This is an optimization exercise on Yosys and OpenROAD, whose aim is small area and a short achievable clock period, not a production implementation. The RTL was checked by simulation tests, not by an equivalence proof against the original design.

## flow/config.mk

```make
export PLATFORM = sky130hd
export DESIGN_NAME = groove_sample_scheduler
export DESIGN_NICKNAME = groove_sample_scheduler
export VERILOG_FILES = /design/flow/design.v
export SDC_FILE = /design/flow/constraint.sdc
export NUM_CORES = 4
export LEC_CHECK = 0
export CAP_MARGIN = 20
export CORE_MARGIN = 2
export CORE_UTILIZATION = 40
export SLEW_MARGIN = 20
```

## flow/constraint.sdc

```tcl
create_clock -name core_clock -period 9.0 [get_ports {clk}]
set_input_delay 1.8000 -clock core_clock [delete_from_list [all_inputs] [get_ports {clk}]]
set_output_delay 1.8000 -clock core_clock [all_outputs]
set_load 0.01 [all_outputs]
```

## flow/design.v

```verilog
module groove_sample_scheduler #(
    parameter int DEPTH = 4
) (
    input  logic        clk,
    input  logic        reset,
    input  logic        sync_start,
    input  logic [31:0] sig_time,
    input  logic        dir,
    input  logic [31:0] afll_ltr,
    input  logic [31:0] afll_rtl,
    input  logic        pos_valid,
    output logic        pos_ready,
    input  logic [15:0] pos_in,
    output logic        fire,
    output logic [31:0] fire_time,
    output logic        missed,
    output logic        busy
);
    localparam int AW = $clog2(DEPTH);
    localparam logic [AW:0] FULL = (AW+1)'(DEPTH);
    typedef enum logic [2:0] {IDLE, READY, MUL1, MUL2, WAIT, FIRE} state_t;
    state_t             state;
    logic [15:0]        mem [DEPTH];
    logic [AW-1:0]      wr_ptr, rd_ptr;
    logic [AW:0]        count;
    logic [31:0]        base, dur, dur_m, target, offset;
    logic [15:0]        pos;
    logic [16:0]        u;
    logic               first;
    logic               push, pop;
    logic signed [31:0] d;
    assign pos_ready = (state != IDLE) && (count != FULL) && !sync_start;
    assign push      = pos_valid && pos_ready;
    assign pop       = (state == READY) && (count != 0) && !sync_start;
    assign busy      = (count != 0) || (state == MUL1) || (state == MUL2) || (state == WAIT) || (state == FIRE);
    assign offset    = 32'((49'(u) * 49'(dur_m)) >> 16);
    assign d         = sig_time - target;
    always_ff @(posedge clk)
        if (push) mem[wr_ptr] <= pos_in;
    always_ff @(posedge clk or posedge reset) begin
        if (reset) begin
            state     <= IDLE;
            wr_ptr    <= '0;
            rd_ptr    <= '0;
            count     <= '0;
            base      <= '0;
            dur       <= '0;
            dur_m     <= '0;
            target    <= '0;
            pos       <= '0;
            u         <= '0;
            first     <= 1'b0;
            fire      <= 1'b0;
            fire_time <= '0;
            missed    <= 1'b0;
        end else begin
            fire   <= 1'b0;
            missed <= 1'b0;
            if (push) wr_ptr <= wr_ptr + 1'b1;
            if (pop) rd_ptr <= rd_ptr + 1'b1;
            count <= count + (AW+1)'(push) - (AW+1)'(pop);
            if (sync_start) begin
                state  <= READY;
                wr_ptr <= '0;
                rd_ptr <= '0;
                count  <= '0;
                base   <= sig_time;
                dur    <= dir ? afll_rtl : afll_ltr;
            end else begin
                case (state)
                    READY: if (pop) begin
                        pos   <= mem[rd_ptr];
                        state <= MUL1;
                    end
                    MUL1: begin
                        u     <= {1'b0, ~pos[15], pos[14:0]};
                        dur_m <= dur;
                        state <= MUL2;
                    end
                    MUL2: begin
                        target <= base + offset;
                        first  <= 1'b1;
                        state  <= WAIT;
                    end
                    WAIT: begin
                        first <= 1'b0;
                        if (!d[31]) begin
                            missed <= first && (d != 0);
                            fire      <= 1'b1;
                            fire_time <= target;
                            state     <= FIRE;
                        end
                    end
                    FIRE:    state <= READY;
                    default: state <= state;
                endcase
            end
        end
    end
endmodule
```

## flow/run.sh

```bash
#!/bin/bash
# synth_recipe.tcl (not shown) runs the flow's synth.tcl, then flattens the netlist and writes it again
# the make line also repeats each setting of config.mk as NAME=value (left out here)
make -C /OpenROAD-flow-scripts/flow DESIGN_CONFIG=/design/flow/config.mk WORK_HOME=/design/flow/orfs CLKGATE_MAP_FILE= SYNTH_SCRIPT=/design/flow/synth_recipe.tcl finish
```

==> impl_metrics.tcl <==
set metrics [dict create \
    cts_buffers 30 \
    clock_latency_ps 590 \
    area_growth_pct 13.9 \
    postRouteAntennaNets 0 \
    drc 0 \
    critPathSlowestCell "fa_1" \
    synth_edf_count 64 \
    die_area_um2 75800 \
    critPathLaunchType "flop" \
    wire_per_inst_um 18.2 \
    ys.flop_type "dfrtp_1" \
    timing.reg2reg.setup_slack_ps 410 \
    ys_seq_area_share_pct 23.9 \
    vias_per_cell 5.06 \
    first_iter_violations 1293 \
    crit_top_cell "fa_1" \
    crit_cells 36 \
    finalCritPeriodShare_pct 95.5 \
    max_freq_mhz 116 \
    slowest_delay_ps 520 \
    cp_top_family "adder cells" \
    final_cell_mix "530 x inv_1, 423 x nand2_1, 419 x fa_1" \
    worstPathArrival_ps 9060 \
    tightestPinTransition_ps 1040 \
    fin_util_pct 46.0 \
    stdcell_count 4112 \
    grt_pass1_vias 21800 \
    grt_max_degree 148 \
    initial_core_util_pct 40.4 \
    ctsHoldBuffers 0 \
    synth-async-reset-ratio_pct 76.2 \
    io_buffer_count 152 \
    crit_buf_inv 5 \
    grt_overflow 0 \
    hp-class "flop to flop" \
    htree_num_levels 1 \
    drive_above_1_share_pct 10.8 \
    status "no timing/DRC/antenna violations" \
    synth_top_area_cell "fa_1" \
    crit_type "flop to flop" \
    num_rows 99 \
    drv_slew 0 \
    yosys_warnings 1 \
    maxCapViolations 0 \
    setup_viol 0 \
    final_hold_viol_count 0 \
    cts_root_buf "clkbuf_16" \
    postSynthCellCount 2978 \
    worst-path-max-fanout 11 \
    synthesis.area_um2 29500 \
    fin_area_um2 33500 \
    synth_top_area_share_pct 28.5 \
    period_minus_slack_ps 8590 \
    synth.net_count 3705 \
    mostFrequentLayoutCell "inv_1" \
    holdPathEnd "u[15]" \
    hp-start "pos[15]" \
    cts_buffer_depth 3 \
    slew-limit-headroom_pct 30.5 \
    grt_pass1_wl_um 120000 \
    cts_tree "yes" \
    fin_nets 3857 \
    firstDrtPassIters 7 \
    core_um2 73000 \
    die_y_um 275 \
    die_x_um 275 \
    skew_ps 21.1 \
    holdPathStages 1 \
    gp_congestion 0.882 \
    r2r_end "target[31]" \
    drt-total-wl_um 75000 \
    antenna_found_initial 0 \
    pin_count 153 \
    clk_pin_slew_worst_paths_ps 60 \
    hpwl_um 58800 \
    dp.cells 4051 \
    synthTopCellsByArea "fa_1 29%, dfrtp_1 17%, ha_1 8.1%" \
    gr-usage-all-layers_pct 20.2 \
    postSynthAreaPerCell_um2 9.89 \
    r2r_start "u[4]" \
    antenna_cells 0 \
    r2r_cells 36 \
    vias 20800 \
    placed_area_um2 32400 \
    cts_sinks 269 \
    synth.distinct_cells 85 \
    crit_required_ps 9470 \
    ys_ff_latch 269 \
    cp-end-kind "flop" \
]
## layout make-up
type,instances,area (um^2)
fill,6854,39400
multi-input combinational,2046,20000
sequential,269,7080
timing repair buffer,252,2360
inverter,531,2000
tap,959,1200
clock buffer,40,840
clock inverter,15,115
## per-stage QoR
step	hold slack [ps]	TNS [ps]	setup WS (ps)
3_3_place_gp	434	0	255
4_1_cts	443	0	19.9
2_1_floorplan	413	0	576
5_1_grt	462	-9.13	-9.13
3_5_place_dp	435	0	21.3
6_report	444	0	408
## worst max-delay path by stage
| stage | startpoint | end | slack, ps |
|---|---|---|---|
| after floorplan | dur_m[21] | target[31] | 580 |
| after global placement | u[1] | target[31] | 250 |
| after detailed placement | u[1] | target[31] | 20 |
| after CTS | u[1] | target[31] | 20 |
| after global routing | u[4] | target[31] | -9 |
| final | u[4] | target[31] | 410 |
## metal layers
layer  vias up  part of all wire (%)  GRT usage [%]
met5         -                     0              0
met4         0                   2.5           4.89
met3        93                   3.9           1.75
met2       389                    51           36.0
met1     10600                    42           26.5
li1       9741                     -              -
## synth_stat cells, drive strengths merged (4+ instances only)
library cell / number
nand4: 10
dfrtp: 205
mux4: 16
and2: 177
xnor2: 40
or3: 7
nor3b: 4
a21o: 39
nand2: 423
o21a: 15
o21ai: 81
a211oi: 9
edfxtp: 64
nor2: 97
nand3: 20
fa: 420
nand3b: 5
nand2b: 9
clkbuf: 117
ha: 190
inv: 531
mux2: 128
o21bai: 12
a31oi: 9
nor4: 8
buf: 15
and3: 16
o31ai: 6
nor3: 24
nor2b: 21
a21boi: 4
o22ai: 6
o2111ai: 5
a2111oi: 4
mux2i: 37
o211ai: 6
a21oi: 118
xor2: 29
o2111a: 4
## sequential cells by signal (all words and copies together), names as in the netlist
| name | cells |
|---|---|
| base | 32 |
| dur_m | 32 |
| target | 32 |
| pos | 16 |
| rd_ptr | 2 |
| missed | 1 |
| state | 3 |
| mem | 64 |
| fire | 1 |
| fire_time | 32 |
| dur | 32 |
| wr_ptr | 2 |
| u | 16 |
| first | 1 |
| count | 3 |
## cell families after synthesis
family / count (synthesis) / synth area share (%)
and+or+nand+nor: 836 / 13.3
buffers and inverters: 663 / 8.54
adders and majority gates: 610 / 36.6
AOI/OAI and AO/OA: 349 / 7.72
DFF: 269 / 23.9
muxes: 181 / 7.74
xor gates and xnor gates: 70 / 2.13
## timing repair
item | in CTS | in global routing
endpoints found under the setup margin | 0 | 7
gates resized for setup | 0 | 35
buffers inserted | 0 | 5

separate check: timing with driven ports:
No port has a modelled driver above. Below, the same layout with a new extraction and two added sets of constraints.
Step 1: set_driving_cell puts a clkbuf_16 on clk and a buf_2 on each other input, an assumption about the parent block.
Step 2 adds t to the input delays and takes it off the output delays; t is the mean of the earliest and latest rising clock arrival at the registers after step 1. Input paths then give back, and output paths get back, about the clock's delay inside the block.
Slacks: ideal / step 1 / step 2; pairs: ideal / step 1.
t, ns: 0.644
slack for setup (ns): 0.408 / 0.408 / 0.408
worst setup path after step 2: register to register
After both steps this run still meets setup and hold. For this run, drivers alone change the setup slack by 0.000 ns; drivers and shift together by 0.000 ns.
